This design comes from an exercise in tuning for small area, a short achievable clock period and few clock cycles per item on the open sky130 flow, not from production work.
Only simulation tests tie the RTL to the original design; equivalence was not proved.

Setup of quartz:
## tcp_rto_estimator_core
module tcp_rto_estimator_core #(
  parameter int TIME_BITS = 24,
  parameter int FRAC_BITS = 8
) (
  input  logic                                   clk,
  input  logic                                   rst_n,
  input  logic                                   in_tvalid,
  output logic                                   in_tready,
  input  logic [tcprto_pkg::IN_DATA_W-1:0]       in_tdata,
  output logic                                   out_tvalid,
  input  logic                                   out_tready,
  output logic [tcprto_pkg::OUT_DATA_W-1:0]      out_tdata,
  input  logic                                   cfg_valid,
  output logic                                   cfg_ready,
  input  logic [tcprto_pkg::CFG_IDX_W-1:0]       cfg_index,
  input  logic [tcprto_pkg::CFG_DATA_W-1:0]      cfg_data
);
  localparam int TW = tcprto_pkg::TICK_W;
  localparam int SW = tcprto_pkg::STATE_W;
  localparam logic [SW-1:0] STATE_INIT =
    SW'(tcprto_pkg::STATE_INIT_TICKS) << FRAC_BITS;
  function automatic logic [35:0] add36(input logic [35:0] a,
                                        input logic [35:0] b,
  ...
Size: about 2700 cells after synthesis, roughly 320 flip-flops, about 180 I/O pins, ~0.026 mm^2 of cells after synthesis.
export LEC_CHECK = 0
export CAP_MARGIN = 20
export CORE_MARGIN = 2
export CORE_UTILIZATION = 40
export SLEW_MARGIN = 20
create_clock -name core_clock -period 16.0 [get_ports {clk}]
standard.sh (not shown) runs the stock make flow with config.mk's settings and CLKGATE_MAP_FILE= SYNTH_SCRIPT=/design/flow/synth_recipe.tcl, a recipe that flattens the netlist after the stock synthesis.
==> flow/flow/run.sh <==
#!/bin/bash
# standard layout, with the resizer aiming for setup slack well above zero
bash standard.sh SETUP_SLACK_MARGIN=10.5 finish > standard_flow.log 2>&1
quartz went all the way through synthesis, placement and routing and the layout is clean on timing, DRC and antenna.
Testbench counts of quartz, summed over its fixed seeds: cycles 24,032, items 24,000.
Here is what was changed in the inputs of lagoon compared with quartz.
- CORE_UTILIZATION now 65, was 40
==> flow/flow/run.sh <==
#!/bin/bash
# standard layout, with the resizer aiming for setup slack well above zero
bash standard.sh SETUP_SLACK_MARGIN=11.5 finish > standard_flow.log 2>&1
## What came out
Diff quartz -> lagoon: worst setup margin fell by 530 ps. Final cell count on lagoon is down relative to quartz. Of quartz and lagoon, lagoon shows the higher time the worst path needs with I/O delays and setup, with quartz below it. Compared with quartz, in lagoon area taken by multi-input logic gates has increased, global-route usage climbed 18 points. lagoon vs quartz: final clock period utilization by the worst path up in lagoon.
#### Input delta (garnet over lagoon)
- ABC_AREA: unset -> 1
- PLACE_DENSITY: unset -> 0.72
- CORE_UTILIZATION: 65 -> 40
==> flow/flow/run.sh <==
#!/bin/bash
# standard layout; the resizer aims for setup slack well above zero, and the
# port buffers are the smallest plain buffer
bash standard.sh SETUP_SLACK_MARGIN=11.5 BUFFER_PORTS_ARGS="-buffer_cell sky130_fd_sc_hd__buf_1" finish > standard_flow.log 2>&1
Worst setup slack for register-to-register paths: garnet vs lagoon up 1460 ps. Of garnet and lagoon, garnet shows the higher clock insertion delay at the later pin of the skew report, with lagoon below it. The run showing the greater routed length on met2 is lagoon. The capture point of the worst path comes out dev_r[31]$_DFFE_PP_ in one run and dev_r[16]$_DFFE_PP_ in the other, namely in lagoon and garnet respectively. When garnet is measured against lagoon, its critical path depth turns out 2 lower. On sequential standard cell area, garnet and lagoon are neck and neck. Delta(post-synthesis cell type count, garnet - lagoon) < 0.

## onyx
Another version of the RTL of tcp_rto_estimator_core (not shown whole).
Size: roughly 3100 cells after synthesis, roughly 380 flip-flops, roughly 30000 um^2 of cells after synthesis.
clock: 16.0 ns
lec_check: 0
cap_margin: 20
core_margin: 2
core_utilization: 40
slew_margin: 20
==> flow/flow/run.sh <==
#!/bin/bash
# standard layout; the resizer aims for setup slack well above zero, and the
# port buffers are the smallest plain buffer
bash standard.sh SETUP_SLACK_MARGIN=11.4 BUFFER_PORTS_ARGS="-buffer_cell sky130_fd_sc_hd__buf_1" finish > standard_flow.log 2>&1
Testbench counts of onyx, summed over its fixed seeds: cycles 24,040, items 24,000.
Input changes introduced in nickel (baseline for comparison: onyx):
Settings: an added ABC_AREA of 1.
==> flow/flow/run.sh <==
#!/bin/bash
# standard layout; the resizer aims for setup slack well above zero, and the
# port buffers are the smallest plain buffer
bash standard.sh SETUP_SLACK_MARGIN=11.5 BUFFER_PORTS_ARGS="-buffer_cell sky130_fd_sc_hd__buf_1" finish > standard_flow.log 2>&1
==> comparison <==
Comparing onyx and nickel, the higher share of the clock period used by the worst path is on onyx. Changes observed in nickel relative to onyx: complex-gate fraction of the synthesized area saw an increase, routed wire length +about 10%. nickel vs onyx on adder and majority cell fraction of the synthesized area: nickel is the lower one. Highest attainable clock frequency sits higher in nickel than in onyx.
The inputs of sierra differ from those of nickel as listed below.
Settings: a deleted ABC_AREA that had been 1; an added CTS_BUF_LIST of sky130_fd_sc_hd__clkbuf_4 sky130_fd_sc_hd__clkbuf_8.
==> flow/flow/run.sh <==
#!/bin/bash
# standard layout; the resizer aims for setup slack well above zero, and the
# port buffers are the smallest plain buffer
bash standard.sh SETUP_SLACK_MARGIN=11.2 BUFFER_PORTS_ARGS="-buffer_cell sky130_fd_sc_hd__buf_1" finish > standard_flow.log 2>&1
Notes after the runs:
The flow did not stop early for sierra: all stages ran, and the layout cleared the timing, DRC and antenna checks. The simple-gate share of the synthesized area in sierra sits 8.9 points below the value recorded for nickel. Global-route usage: sierra vs nickel down 1.0 points. A master of the slowest instance on the critical path of mux4_2 is what sierra shows, while edfxtp_1 belongs to nickel.
Changes in xenon relative to sierra:
Settings: CTS_BUF_LIST no longer set, was sky130_fd_sc_hd__clkbuf_4 sky130_fd_sc_hd__clkbuf_8.
==> flow/flow/run.sh <==
#!/bin/bash
# standard layout, with the resizer aiming for setup slack well above zero
bash standard.sh SETUP_SLACK_MARGIN=11.2 finish > standard_flow.log 2>&1
[summary]
- Delta (xenon minus sierra): wire length the detailed router placed on met1 picked up an extra 1.2%, number of nets with antenna violations after routing shows no meaningful change.
- Start point of the critical path = srtt_out_r[8]: xenon; start point of the critical path = beta_r[0]: sierra
- Of sierra and xenon, the run reporting the lower number of instances resized during post-cts repair was sierra.
- From sierra to xenon the numbers moved as follows: sequential share of layout area lost 0.95 points; area of all sequential standard cells held.
What yarrow does differently from xenon at the input level:
==> flow/flow/run.sh <==
#!/bin/bash
# standard layout; the resizer aims for setup slack well above zero, and the
# port buffers are the smallest plain buffer
bash standard.sh SETUP_SLACK_MARGIN=11.2 BUFFER_PORTS_ARGS="-buffer_cell sky130_fd_sc_hd__buf_1" finish > standard_flow.log 2>&1
==> comparison <==
yarrow finished all stages; the layout is clean. [compare] base=xenon new=yarrow: mean routed wirelength per cell grew by 0.15 um; minimum period implied by the final worst setup slack shrank by 0.096 ns; post-layout instance count excluding filler cells held steady. Lower area added between synthesis and finish was reported by yarrow, not xenon.

Setup of build 18:
The RTL this note starts from:
==> flow/design.v <==
package tcprto_pkg;
  localparam int PRIM_W   = 25;
  localparam int FALL_W   = 24;
  localparam int TICK_W   = 24;
  localparam int STATE_W  = 32;
  localparam int SHIFT_W  = 3;
  localparam int IN_DATA_W  = 56;
  localparam int OUT_DATA_W = 88;
  localparam int CFG_IDX_W  = 2;
  localparam int CFG_DATA_W = 24;
  typedef enum logic [CFG_IDX_W-1:0] {
    REG_ALPHA_SHIFT = 2'd0,
    REG_BETA_SHIFT  = 2'd1,
    REG_CLOCK_GRAN  = 2'd2,
    REG_RTO_LIMIT   = 2'd3
  } cfg_reg_t;
  localparam logic [SHIFT_W-1:0] ALPHA_SHIFT_RST = 3'd3;
  localparam logic [SHIFT_W-1:0] BETA_SHIFT_RST  = 3'd2;
  localparam logic [TICK_W-1:0]  CLOCK_GRAN_RST  = 24'd1;
  localparam logic [TICK_W-1:0]  RTO_LIMIT_RST   = 24'd60;
  localparam int STATE_INIT_TICKS = 3;
endpackage
module tcp_rto_estimator_core #(
  parameter int TIME_BITS = 24,
  parameter int FRAC_BITS = 8
) (
  input  logic                                   clk,
  input  logic                                   rst_n,
  input  logic                                   in_tvalid,
  output logic                                   in_tready,
  input  logic [tcprto_pkg::IN_DATA_W-1:0]       in_tdata,
  output logic                                   out_tvalid,
  input  logic                                   out_tready,
  output logic [tcprto_pkg::OUT_DATA_W-1:0]      out_tdata,
  input  logic                                   cfg_valid,
  output logic                                   cfg_ready,
  input  logic [tcprto_pkg::CFG_IDX_W-1:0]       cfg_index,
  input  logic [tcprto_pkg::CFG_DATA_W-1:0]      cfg_data
);
  localparam int TW = tcprto_pkg::TICK_W;
  localparam int SW = tcprto_pkg::STATE_W;
  localparam logic [SW-1:0] STATE_INIT =
    SW'(tcprto_pkg::STATE_INIT_TICKS) << FRAC_BITS;
  function automatic logic [35:0] add36(input logic [35:0] a,
                                        input logic [35:0] b,
                                        input logic        ci);
    logic [35:0] p, g, pp, gg;
    begin
      p  = a ^ b;
      g  = a & b;
      gg = g;
      pp = p;
      gg[0] = g[0] | (p[0] & ci);
      for (int l = 0; l < 6; l++) begin
        for (int i = 0; i < 36; i++) begin
          if (((i >> l) & 1) == 1) begin
            gg[i] = gg[i] | (pp[i] & gg[((i >> l) << l) - 1]);
            pp[i] = pp[i] & pp[((i >> l) << l) - 1];
          end
        end
      end
      add36 = p ^ {gg[34:0], ci};
    end
  endfunction
  logic [tcprto_pkg::SHIFT_W-1:0] alpha_r;
  logic [tcprto_pkg::SHIFT_W-1:0] beta_r;
  logic [TW-1:0]                  gran_r;
  logic [TW-1:0]                  limit_r;
  assign cfg_ready = 1'b1;
  always_ff @(posedge clk) begin
    if (!rst_n) begin
      alpha_r <= tcprto_pkg::ALPHA_SHIFT_RST;
      beta_r  <= tcprto_pkg::BETA_SHIFT_RST;
      gran_r  <= tcprto_pkg::CLOCK_GRAN_RST;
      limit_r <= tcprto_pkg::RTO_LIMIT_RST;
    end else if (cfg_valid) begin
      case (cfg_index)
        tcprto_pkg::REG_ALPHA_SHIFT: alpha_r <= cfg_data[tcprto_pkg::SHIFT_W-1:0];
        tcprto_pkg::REG_BETA_SHIFT:  beta_r  <= cfg_data[tcprto_pkg::SHIFT_W-1:0];
        tcprto_pkg::REG_CLOCK_GRAN:  gran_r  <= cfg_data[TW-1:0];
        default:                     limit_r <= cfg_data[TW-1:0];
      endcase
    end
  end
  logic v0_r, v1_r, v2_r, v3_r, skid_v_r, rdy_r;
  logic adv, in_fire;
  assign adv       = !v3_r || out_tready;
  assign in_fire   = in_tvalid && rdy_r;
  assign in_tready = rdy_r;
  always_ff @(posedge clk) begin
    if (!rst_n) begin
      v0_r     <= 1'b0;
      v1_r     <= 1'b0;
      v2_r     <= 1'b0;
      v3_r     <= 1'b0;
      skid_v_r <= 1'b0;
      rdy_r    <= 1'b1;
    end else if (adv) begin
      v0_r     <= skid_v_r || in_fire;
      v1_r     <= v0_r;
      v2_r     <= v1_r;
      v3_r     <= v2_r;
      skid_v_r <= 1'b0;
      rdy_r    <= 1'b1;
    end else if (in_fire) begin
      skid_v_r <= 1'b1;
      rdy_r    <= 1'b0;
    end
  end
  logic [TW-1:0] ticks_in;
  logic [TW-1:0] t0_r;
  logic [TW-1:0] skid_r;
  assign ticks_in = in_tdata[tcprto_pkg::PRIM_W-1] ?
                    in_tdata[tcprto_pkg::PRIM_W +: tcprto_pkg::FALL_W] :
                    in_tdata[TW-1:0];
  always_ff @(posedge clk) begin
    if (adv) t0_r <= skid_v_r ? skid_r : ticks_in;
    if (!skid_v_r) skid_r <= ticks_in;
  end
  logic [SW-1:0] srtt_r;
  logic [SW-1:0] dev_r;
  logic [SW-1:0] m1, ms1, xs1, xlow_mask;
  logic          ge1, c1;
  logic [SW-1:0] s1_s, s1_c, s1_cc, srtt_nxt;
  logic [SW-1:0] u1, u2, u3, d_s, d_c, dev_nxt;
  always_comb begin
    m1        = {t0_r, 8'd0};
    ms1       = m1 >> alpha_r;
    xs1       = srtt_r >> alpha_r;
    xlow_mask = ~({SW{1'b1}} << alpha_r);
    ge1       = m1 >= srtt_r;
    c1        = ge1 && ((srtt_r & xlow_mask) != '0);
    s1_s      = srtt_r ^ ~xs1 ^ ms1;
    s1_c      = (srtt_r & ~xs1) | (srtt_r & ms1) | (~xs1 & ms1);
    s1_cc     = {s1_c[SW-2:0], ~c1};
    srtt_nxt  = SW'(add36(36'(s1_s), 36'(s1_cc), 1'b0));
    u1        = s1_s  ^ {SW{ge1}};
    u2        = s1_cc ^ {SW{ge1}};
    u3        = m1    ^ {SW{!ge1}};
    d_s       = u1 ^ u2 ^ u3;
    d_c       = (u1 & u2) | (u1 & u3) | (u2 & u3);
    dev_nxt   = SW'(add36(36'(d_s), 36'({d_c[SW-2:0], 1'b1}), ge1));
  end
  always_ff @(posedge clk) begin
    if (!rst_n) begin
      srtt_r <= STATE_INIT;
    end else if (adv && v0_r) begin
      srtt_r <= srtt_nxt;
    end
  end
  always_ff @(posedge clk) begin
    if (adv && v0_r) dev_r <= dev_nxt;
  end
  logic [SW-1:0] rttvar_r;
  logic [SW-1:0] srtt2_r;
  logic [SW-1:0] vs2, ds2, low_mask2, dl2, vl2;
  logic          ge2, lt2, gt2;
  logic [SW-1:0] s2_s, s2_c, rttvar_nxt;
  always_comb begin
    vs2        = rttvar_r >> beta_r;
    ds2        = dev_r >> beta_r;
    low_mask2  = ~({SW{1'b1}} << beta_r);
    dl2        = dev_r & low_mask2;
    vl2        = rttvar_r & low_mask2;
    ge2        = dev_r >= rttvar_r;
    lt2        = dl2[6:0] < vl2[6:0];
    gt2        = dl2[6:0] > vl2[6:0];
    s2_s       = rttvar_r ^ ~vs2 ^ ds2;
    s2_c       = (rttvar_r & ~vs2) | (rttvar_r & ds2) | (~vs2 & ds2);
    rttvar_nxt = SW'(add36(36'(s2_s), 36'({s2_c[SW-2:0], !(ge2 && lt2)}), !ge2 && gt2));
  end
  always_ff @(posedge clk) begin
    if (!rst_n) begin
      rttvar_r <= STATE_INIT;
    end else if (adv && v1_r) begin
      rttvar_r <= rttvar_nxt;
    end
  end
  always_ff @(posedge clk) begin
    if (adv && v1_r) srtt2_r <= srtt_r;
  end
  logic          sel_g;
  logic [35:0]   w3, a_s, a_c, a_sum, lim3, g_s, g_c;
  logic          gt3;
  logic [TW-1:0] rto_nxt;
  logic [TW-1:0] rto_r;
  logic [SW-1:0] srtt_out_r;
  logic [SW-1:0] rttvar_out_r;
  always_comb begin
    sel_g = {2'b00, gran_r} > rttvar_r[SW-1:6];
    w3    = sel_g ? {4'd0, gran_r, 8'd0} : {2'b00, rttvar_r, 2'b00};
    a_s   = {4'd0, srtt2_r} ^ w3 ^ 36'd255;
    a_c   = ({4'd0, srtt2_r} & w3) | ({4'd0, srtt2_r} & 36'd255) | (w3 & 36'd255);
    a_sum = add36(a_s, {a_c[34:0], 1'b0}, 1'b0);
    lim3  = {4'hf, ~limit_r, 8'hff};
    g_s   = {4'd0, srtt2_r} ^ w3 ^ lim3;
    g_c   = ({4'd0, srtt2_r} & w3) | ({4'd0, srtt2_r} & lim3) | (w3 & lim3);
    gt3   = 37'(g_s) + 37'({g_c, 1'b0}) >= 37'h10_0000_0000;
    rto_nxt = gt3 ? limit_r : a_sum[31:8];
  end
  always_ff @(posedge clk) begin
    if (adv && v2_r) begin
      rto_r        <= rto_nxt;
      srtt_out_r   <= srtt2_r;
      rttvar_out_r <= rttvar_r;
    end
  end
  assign out_tvalid = v3_r;
  assign out_tdata  = {rttvar_out_r, srtt_out_r, rto_r};
endmodule
==> flow/config.mk <==
export PLATFORM = sky130hd
export DESIGN_NAME = tcp_rto_estimator_core
export DESIGN_NICKNAME = tcp_rto_estimator_core
export VERILOG_FILES = /design/flow/design.v
export SDC_FILE = /design/flow/constraint.sdc
export NUM_CORES = 4
export LEC_CHECK = 0
export CAP_MARGIN = 20
export CORE_MARGIN = 2
export CORE_UTILIZATION = 40
export SLEW_MARGIN = 20
==> flow/constraint.sdc <==
create_clock -name core_clock -period 16.0 [get_ports {clk}]
set_input_delay 3.2000 -clock core_clock [delete_from_list [all_inputs] [get_ports {clk}]]
set_output_delay 3.2000 -clock core_clock [all_outputs]
set_load 0.01 [all_outputs]
==> flow/flow/run.sh <==
#!/bin/bash
# standard layout, with the resizer aiming for setup slack well above zero
bash standard.sh SETUP_SLACK_MARGIN=12.5 finish > standard_flow.log 2>&1
Testbench counts of build 18, summed over its fixed seeds: cycles 24,032, items 24,000.
Input-level comparison between build 75 and build 18:
- changing CORE_UTILIZATION from 40 to 50
- setting ABC_AREA to 1 for the first time
==> flow/flow/run.sh <==
#!/bin/bash
# standard layout; the resizer aims for setup slack well above zero, and the
# port buffers are the smallest plain buffer
bash standard.sh SETUP_SLACK_MARGIN=11.5 BUFFER_PORTS_ARGS="-buffer_cell sky130_fd_sc_hd__buf_1" finish > standard_flow.log 2>&1
Notes after the runs:
- In build 75, the number of core rows came out 8 below the value in build 18.
- Build 18 → build 75: multi-input combinational cell count went up by about 34%; worst setup slack went up by 0.97 ns; core utilization of the finished layout went up by 2.6 points.
--- input diff build 75..build 95 ---
- changing CORE_UTILIZATION from 50 to 40
- removing ABC_AREA (formerly 1)
==> flow/flow/run.sh <==
#!/bin/bash
# standard layout, with the resizer aiming for setup slack well above zero
bash standard.sh SETUP_SLACK_MARGIN=11.5 finish > standard_flow.log 2>&1
[summary]
- Build 95 went all the way through synthesis, placement and routing and the layout is clean on timing, DRC and antenna.
- | global routing usage on met1 | build 95 vs build 75 | 7.8 points lower |
- Comparing starting density of the core for build 75 and build 95, the smaller number came from build 95.
- Re final critical delay including setup and external delays: build 75 was lower than build 95.
- Build 95 vs build 75 on gate count of the mapped netlist: build 95 is the lower one.
- NOTE: core utilization of the finished layout in build 95 falls short of that of build 75
Input-level comparison between build 73 and build 95:
- ABC_AREA: unset -> 1
==> flow/flow/run.sh <==
#!/bin/bash
# standard layout; the resizer aims for setup slack well above zero, and the
# port buffers are the smallest plain buffer
bash standard.sh SETUP_SLACK_MARGIN=11.5 BUFFER_PORTS_ARGS="-buffer_cell sky130_fd_sc_hd__buf_1" finish > standard_flow.log 2>&1
Findings:
Final clock period utilization by the worst path ends up higher on build 95.
The lower remaining max-slew budget at the tightest pin of build 95 and build 73 is in build 73.
In build 73 the area overhead of the layout relative to synthesis turned out 15 points lower than in build 95.
Floorplan check, build 73 vs build 95: die outline larger in build 73
Compared with build 95, build 73 shows a higher sequential share of layout area.
STATUS total length of routed wires: build 73 loses against build 95
What build 95 reported for peak clock frequency supported by timing has to be multiplied by 1.2 to get the figure for build 73.
Going from build 95 to build 73, inserted tap cell count grows by 7.8%.
Design area went down by a few percent going from build 95 to build 73.
Critical path depth (build 73 over build 95): decrease, 23%
In build 73, the number of non-filler instances in the completed layout came out 977 above the value in build 95.

-- afterwards: timing with drivers on the ports --
Ports are ideal in the flow. The routed layouts listed here were re-timed in OpenROAD. Step 1 sets driving cells, clkbuf_16 on the clock port and buf_2 on the other inputs (assumed; they add their load-dependent delay and slew). Step 2 also shifts input and output timing later by t, the mid clock arrival at the registers, as if the neighbouring blocks saw the same clock. Slacks: ideal / step 1 / step 2; pairs: ideal / step 1.
| run | shift t [ns] | slack for setup (ns) | hold WS [ns] | latest minus earliest clock arrival (ns) |
|---|---|---|---|---|
| quartz | 0.633 | 10.631 / 10.631 / 10.071 | 0.454 / 0.454 / 0.454 | 0.015 / 0.015 |
| lagoon | 0.633 | 10.097 / 10.097 / 10.097 | 0.462 / 0.462 / 0.462 | 0.030 / 0.030 |
| garnet | 0.640 | 11.559 / 11.499 / 11.030 | 0.430 / 0.430 / 0.430 | 0.054 / 0.054 |
| onyx | 0.659 | 11.289 / 11.289 / 10.984 | 0.411 / 0.411 / 0.411 | 0.035 / 0.036 |
| nickel | 0.663 | 11.490 / 11.428 / 11.014 | 0.398 / 0.398 / 0.398 | 0.039 / 0.039 |
| sierra | 0.738 | 11.255 / 11.255 / 10.602 | 0.413 / 0.413 / 0.413 | 0.035 / 0.035 |
| xenon | 0.642 | 11.225 / 11.165 / 10.680 | 0.414 / 0.414 / 0.414 | 0.015 / 0.014 |
| yarrow | 0.646 | 11.320 / 11.320 / 10.783 | 0.417 / 0.417 / 0.417 | 0.044 / 0.044 |
| build 18 | 0.639 | 10.630 / 10.630 / 10.630 | 0.454 / 0.454 / 0.454 | 0.044 / 0.043 |
| build 75 | 0.631 | 11.604 / 11.557 / 11.048 | 0.439 / 0.439 / 0.439 | 0.028 / 0.028 |
| build 95 | 0.639 | 10.636 / 10.636 / 10.636 | 0.459 / 0.459 / 0.459 | 0.031 / 0.032 |
| build 73 | 0.634 | 11.572 / 11.572 / 11.033 | 0.448 / 0.448 / 0.448 | 0.042 / 0.042 |
After both steps every run listed still meets setup and hold. The setup slack of sierra, which loses most, moves by 0.000 ns with the drivers and by -0.653 ns with both steps.
